Background: an optimization exercise with open tools, aiming at small area. Do not read the settings as production practice. Function was checked by simulation only, so behaviour that the tests miss may differ from the original.

==> inputs of run a <==
## ldst_tile
module ldst_tile #(
    parameter int CFG_DEPTH    = 8,
    parameter int CONST_DEPTH  = 8,
    parameter int DM_ADDR_BITS = 8
) (
    input  wire                             clk_nop,
    input  wire                             rstn_s,
    input  wire                             i_start_exec,
    input  wire [$clog2(CFG_DEPTH)-1:0]     i_loop_end,
    input  wire                             i_cfg_wr,
    input  wire [$clog2(CFG_DEPTH)-1:0]     i_cfg_addr,
    input  wire [39:0]                      i_cfg_word,
    input  wire                             i_const_wr,
    input  wire [$clog2(CONST_DEPTH)-1:0]   i_const_addr,
    input  wire [15:0]                      i_const_data,
    input  wire [16:0]                      i_flit_in_0,
    input  wire [16:0]                      i_flit_in_1,
    input  wire [16:0]                      i_flit_in_2,
    input  wire [16:0]                      i_flit_in_3,
    output logic [16:0]                     o_flit_out_0,
    output logic [16:0]                     o_flit_out_1,
    output logic [16:0]                     o_flit_out_2,
    output logic [16:0]                     o_flit_out_3,
    input  wire [15:0]                      i_dm_rdata,
    output logic [DM_ADDR_BITS-1:0]         o_dm_addr,
    output logic [15:0]                     o_dm_wdata,
    output logic [15:0]                     o_dm_bit_en,
    output logic                            o_dm_rd_en_n,
    output logic                            o_dm_wr_en_n
);
    localparam int EW = 25;    
    localparam int CW = 8;     
    logic          cfg_we_any, const_we_any;
    logic [2:0]    opl_w;
    logic [EW-1:0] cfg_wdata;
    assign cfg_we_any   = i_cfg_wr   && !i_start_exec;
    assign const_we_any = i_const_wr && !i_start_exec;
    always_comb begin
        if (i_cfg_word[17:15] == 3'd3 && i_cfg_word[6:5] != 2'b11) opl_w = i_cfg_word[6:4] ^ 3'd6;
        else if (i_cfg_word[17:15] == 3'd1)                        opl_w = 3'd1;
        else                                                       opl_w = 3'd0;
    end
    assign cfg_wdata = {i_cfg_word[38:36] ^ 3'd6, i_cfg_word[34:32] ^ 3'd6,
                        i_cfg_word[30:28] ^ 3'd6, i_cfg_word[26:24] ^ 3'd6,
                        i_cfg_word[14:12], i_cfg_word[19], i_cfg_word[10:8],
                        opl_w, i_cfg_word[2:0]};
    logic [EW-1:0]          cfg_d   [CFG_DEPTH];
  ...
export LEC_CHECK = 0
export CAP_MARGIN = 20
export CELL_PAD_IN_SITES_DETAIL_PLACEMENT = 1
export CORE_MARGIN = 2
export CORE_UTILIZATION = 40
export SLEW_MARGIN = 20
export SYNTH_HIERARCHICAL = 1
create_clock -name core_clock -period 12.0 [get_ports {clk_nop}]
standard.sh (not shown) runs the stock make flow with config.mk's settings and CLKGATE_MAP_FILE= SYNTH_SCRIPT=/design/flow/synth_recipe.tcl, a recipe that flattens the netlist after the stock synthesis.
==> flow/flow/run.sh <==
#!/bin/bash
# Layout flow: the standard flow (standard.sh) with
#  - synthesis through synth_recipe.tcl unchanged, except that Yosys's abc pass
#    uses an area-oriented ABC script (flow/area.abc) with the delay target in ps
#  - port buffers made from sky130_fd_sc_hd__buf_1
#  - clock tree from clkbuf_8 clusters of up to 16 sinks, no dummy loads
# Each tool's output goes to standard.log in this folder (ORFS's own logs
# stay under orfs/logs).
set -euo pipefail
W=$PWD
cat > $W/area_synth.tcl <<EOT
proc abc {args} {
  set out {}
  set skip 0
  foreach a \$args {
    if {\$skip == 1} { lappend out $W/flow/area.abc; set skip 0; continue }
    if {\$skip == 2} { lappend out [expr {\$a * 1000.0}]; set skip 0; continue }
    if {\$a eq "-script"} { set skip 1 }
    if {\$a eq "-D"} { set skip 2 }
    lappend out \$a
  }
  yosys abc {*}\$out
}
source $W/synth_recipe.tcl
EOT
CTS="-sink_clustering_enable -repair_clock_nets -dont_use_dummy_load -buf_list {sky130_fd_sc_hd__clkbuf_8} -sink_clustering_size 16 -sink_clustering_max_diameter 80"
bash standard.sh SYNTH_SCRIPT=$W/area_synth.tcl \
  BUFFER_PORTS_ARGS="-buffer_cell sky130_fd_sc_hd__buf_1" \
  CTS_ARGS="$CTS" finish > $W/standard.log 2>&1
==> flow/flow/area.abc <==
&get -n
&st
&dch
&nf -R 1000 -p -a
&st
&dch
&nf -R 1000 -p -a
&put
==> run b (differences from run a) <==
--- a/flow/design.v
+++ b/flow/design.v
@@ -58,14 +58,53 @@
     always_ff @(posedge clk_nop) begin
         o_q <= (i_d & {W{i_we}}) | (o_q & {W{i_hold}});
     end
 endmodule
 `default_nettype wire
 `timescale 1ns/1ps
 `timescale 1ns/1ps
+`default_nettype none
+module aoi3_vec #(
+    parameter int W = 17
+) (
+    input  wire  [2:0]   i_s,
+    input  wire  [W-1:0] i_d0,
+    input  wire  [W-1:0] i_d1,
+    input  wire  [W-1:0] i_d2,
+    output logic [W-1:0] o_n
+);
+    assign o_n = ~((i_d0 & {W{i_s[0]}}) | (i_d1 & {W{i_s[1]}}) | (i_d2 & {W{i_s[2]}}));
+endmodule
+module aoi2_vec #(
+    parameter int W = 17
+) (
+    input  wire  [1:0]   i_s,
+    input  wire  [W-1:0] i_d0,
+    input  wire  [W-1:0] i_d1,
+    output logic [W-1:0] o_n
+);
+    assign o_n = ~((i_d0 & {W{i_s[0]}}) | (i_d1 & {W{i_s[1]}}));
+endmodule
+module word_pick8 #(
+    parameter int W = 8
+) (
+    input  wire  [7:0]     i_hot,
+    input  wire  [8*W-1:0] i_words,
+    output logic [W-1:0]   o_word
+);
+    logic [W-1:0] n_a, n_b, n_c;
+    aoi3_vec #(.W(W)) u_a (.i_s(i_hot[2:0]), .i_d0(i_words[0*W +: W]), .i_d1(i_words[1*W +: W]),
+                           .i_d2(i_words[2*W +: W]), .o_n(n_a));
+    aoi3_vec #(.W(W)) u_b (.i_s(i_hot[5:3]), .i_d0(i_words[3*W +: W]), .i_d1(i_words[4*W +: W]),
+                           .i_d2(i_words[5*W +: W]), .o_n(n_b));
+    aoi2_vec #(.W(W)) u_c (.i_s(i_hot[7:6]), .i_d0(i_words[6*W +: W]), .i_d1(i_words[7*W +: W]),
+                           .o_n(n_c));
+    assign o_word = ~(n_a & n_b & n_c);
+endmodule
+`default_nettype wire
 `timescale 1ns/1ps
 `timescale 1ns/1ps
 `default_nettype none
 module ldst_tile #(
     parameter int CFG_DEPTH    = 8,
     parameter int CONST_DEPTH  = 8,
     parameter int DM_ADDR_BITS = 8
@@ -147,33 +186,35 @@
     logic [CW-1:0] const_val;
     logic [2:0]    rhs_sel, opl, pred_sel, const_idx;
     logic          pred_inv;
     logic [2:0]    route_sel [4];
     for (genvar i = 0; i < CFG_DEPTH; i++) begin : g_pc_hot
         assign pc_hot[i] = cfg_v[i] && pc == i;
     end
-    assign cur = (cfg_d[0] & {EW{pc_hot[0]}}) | (cfg_d[1] & {EW{pc_hot[1]}}) |
-                 (cfg_d[2] & {EW{pc_hot[2]}}) | (cfg_d[3] & {EW{pc_hot[3]}}) |
-                 (cfg_d[4] & {EW{pc_hot[4]}}) | (cfg_d[5] & {EW{pc_hot[5]}}) |
-                 (cfg_d[6] & {EW{pc_hot[6]}}) | (cfg_d[7] & {EW{pc_hot[7]}});
+    logic [CFG_DEPTH*EW-1:0] cfg_flat;
+    for (genvar i = 0; i < CFG_DEPTH; i++) begin : g_cfg_flat
+        assign cfg_flat[i*EW +: EW] = cfg_d[i];
+    end
+    word_pick8 #(.W(EW)) u_cur (.i_hot(pc_hot), .i_words(cfg_flat), .o_word(cur));
     assign rhs_sel   = cur[2:0];
     assign opl       = cur[5:3];
     assign pred_sel  = cur[8:6];
     assign pred_inv  = cur[9];
     assign const_idx = cur[12:10];
     for (genvar n = 0; n < 4; n++) begin : g_rsel
         assign route_sel[n] = cur[13+3*n +: 3] ^ 3'd6;
     end
     for (genvar i = 0; i < CONST_DEPTH; i++) begin : g_const_hot
         assign const_hot[i] = const_v[i] && const_idx == i;
     end
-    assign const_val = (const_d[0] & {CW{const_hot[0]}}) | (const_d[1] & {CW{const_hot[1]}}) |
-                       (const_d[2] & {CW{const_hot[2]}}) | (const_d[3] & {CW{const_hot[3]}}) |
-                       (const_d[4] & {CW{const_hot[4]}}) | (const_d[5] & {CW{const_hot[5]}}) |
-                       (const_d[6] & {CW{const_hot[6]}}) | (const_d[7] & {CW{const_hot[7]}});
+    logic [CONST_DEPTH*CW-1:0] const_flat;
+    for (genvar i = 0; i < CONST_DEPTH; i++) begin : g_const_flat
+        assign const_flat[i*CW +: CW] = const_d[i];
+    end
+    word_pick8 #(.W(CW)) u_const (.i_hot(const_hot), .i_words(const_flat), .o_word(const_val));
     logic        load_pend;
     logic        res_v, del_v;
     logic [15:0] res_d, del_d;
     always_ff @(posedge clk_nop or negedge rstn_s) begin
         if (!rstn_s) begin
             res_v <= 1'b0;
             del_v <= 1'b0;
==> flow/flow/run.sh (replaced) <==
#!/bin/bash
# Layout flow: the standard flow (standard.sh) with
#  - synthesis through synth_recipe.tcl unchanged, except that Yosys's abc pass
#    uses an area-oriented ABC script (flow/area.abc) with the delay target in ps
#  - port buffers made from sky130_fd_sc_hd__buf_1
#  - clock tree from clkbuf_8 clusters of up to 18 sinks, no dummy loads
# Each tool's output goes to standard.log in this folder (ORFS's own logs
# stay under orfs/logs).
set -euo pipefail
W=$PWD
cat > $W/area_synth.tcl <<EOT
proc abc {args} {
  set out {}
  set skip 0
  foreach a \$args {
    if {\$skip == 1} { lappend out $W/flow/area.abc; set skip 0; continue }
    if {\$skip == 2} { lappend out [expr {\$a * 1000.0}]; set skip 0; continue }
    if {\$a eq "-script"} { set skip 1 }
    if {\$a eq "-D"} { set skip 2 }
    lappend out \$a
  }
  yosys abc {*}\$out
}
source $W/synth_recipe.tcl
EOT
CTS="-sink_clustering_enable -repair_clock_nets -dont_use_dummy_load -buf_list {sky130_fd_sc_hd__clkbuf_8} -sink_clustering_size 18 -sink_clustering_max_diameter 90"
bash standard.sh SYNTH_SCRIPT=$W/area_synth.tcl \
  BUFFER_PORTS_ARGS="-buffer_cell sky130_fd_sc_hd__buf_1" \
  CTS_ARGS="$CTS" finish > $W/standard.log 2>&1
==> flow/config.mk (replaced) <==
export PLATFORM = sky130hd
export DESIGN_NAME = ldst_tile
export DESIGN_NICKNAME = ldst_tile
export VERILOG_FILES = /design/flow/design.v
export SDC_FILE = /design/flow/constraint.sdc
export NUM_CORES = 4
export LEC_CHECK = 0
export CAP_MARGIN = 20
export CORE_MARGIN = 2
export CORE_UTILIZATION = 40
export SLEW_MARGIN = 20
export SYNTH_HIERARCHICAL = 1
==> results.txt <==
Status: run b finished clean; run a finished clean
Post-route worst hold slack: run b 0.474 ns; run a 0.467 ns
Drt first pass iters: run b 19; run a 13
Post-place setup slack: run b 3.34 ns; run a 2.62 ns
Total met3 wirelength after detailed routing: run b 7190 um; run a 7180 um
Maximum clock frequency: run b 0.107 GHz; run a 0.0992 GHz
Placement-stage cell area: run b 15800 um2; run a 15800 um2
Clock-cell share of area: run b 1.88%; run a 2.12%
Final #Nets: run b 1742; run a 1775
Number of antenna diodes: run b 1; run a 3
Delay contributed by the slowest stage of the critical path: run b 0.47 ns; run a 0.77 ns
Fraction of area in multi-input gates: run b 45.9%; run a 45.9%
Slew headroom: run b 26.7%; run a 17.3%

-- static timing again, ports no longer ideal --
The flow's constraints put no driver on any port. The routed layouts listed below were extracted and timed again, unchanged, in two steps.
Step 1: set_driving_cell puts a clkbuf_16 on clk_nop and a buf_2 on each other input, an assumption about the parent block.
Step 2 moves the port delays by t, midway between the first and last clock arrival at a register: inputs arrive t later, outputs are due t later. That takes back most of the time a late clock gives input paths.
Three values: ideal ports, drivers, drivers and shift; two values: the first two.
run | shift t [ns] | slack for setup (ns) | worst setup path at the end | latest minus earliest clock arrival (ns) | cell pins on the clock port's net
run a | 0.623 | 1.917 / 1.868 / 2.491 | register to output | 0.048 / 0.047 | 1
run b | 0.603 | 2.689 / 2.639 / 3.242 | register to output | 0.056 / 0.057 | 1
After both steps setup and hold are still met in every run listed.
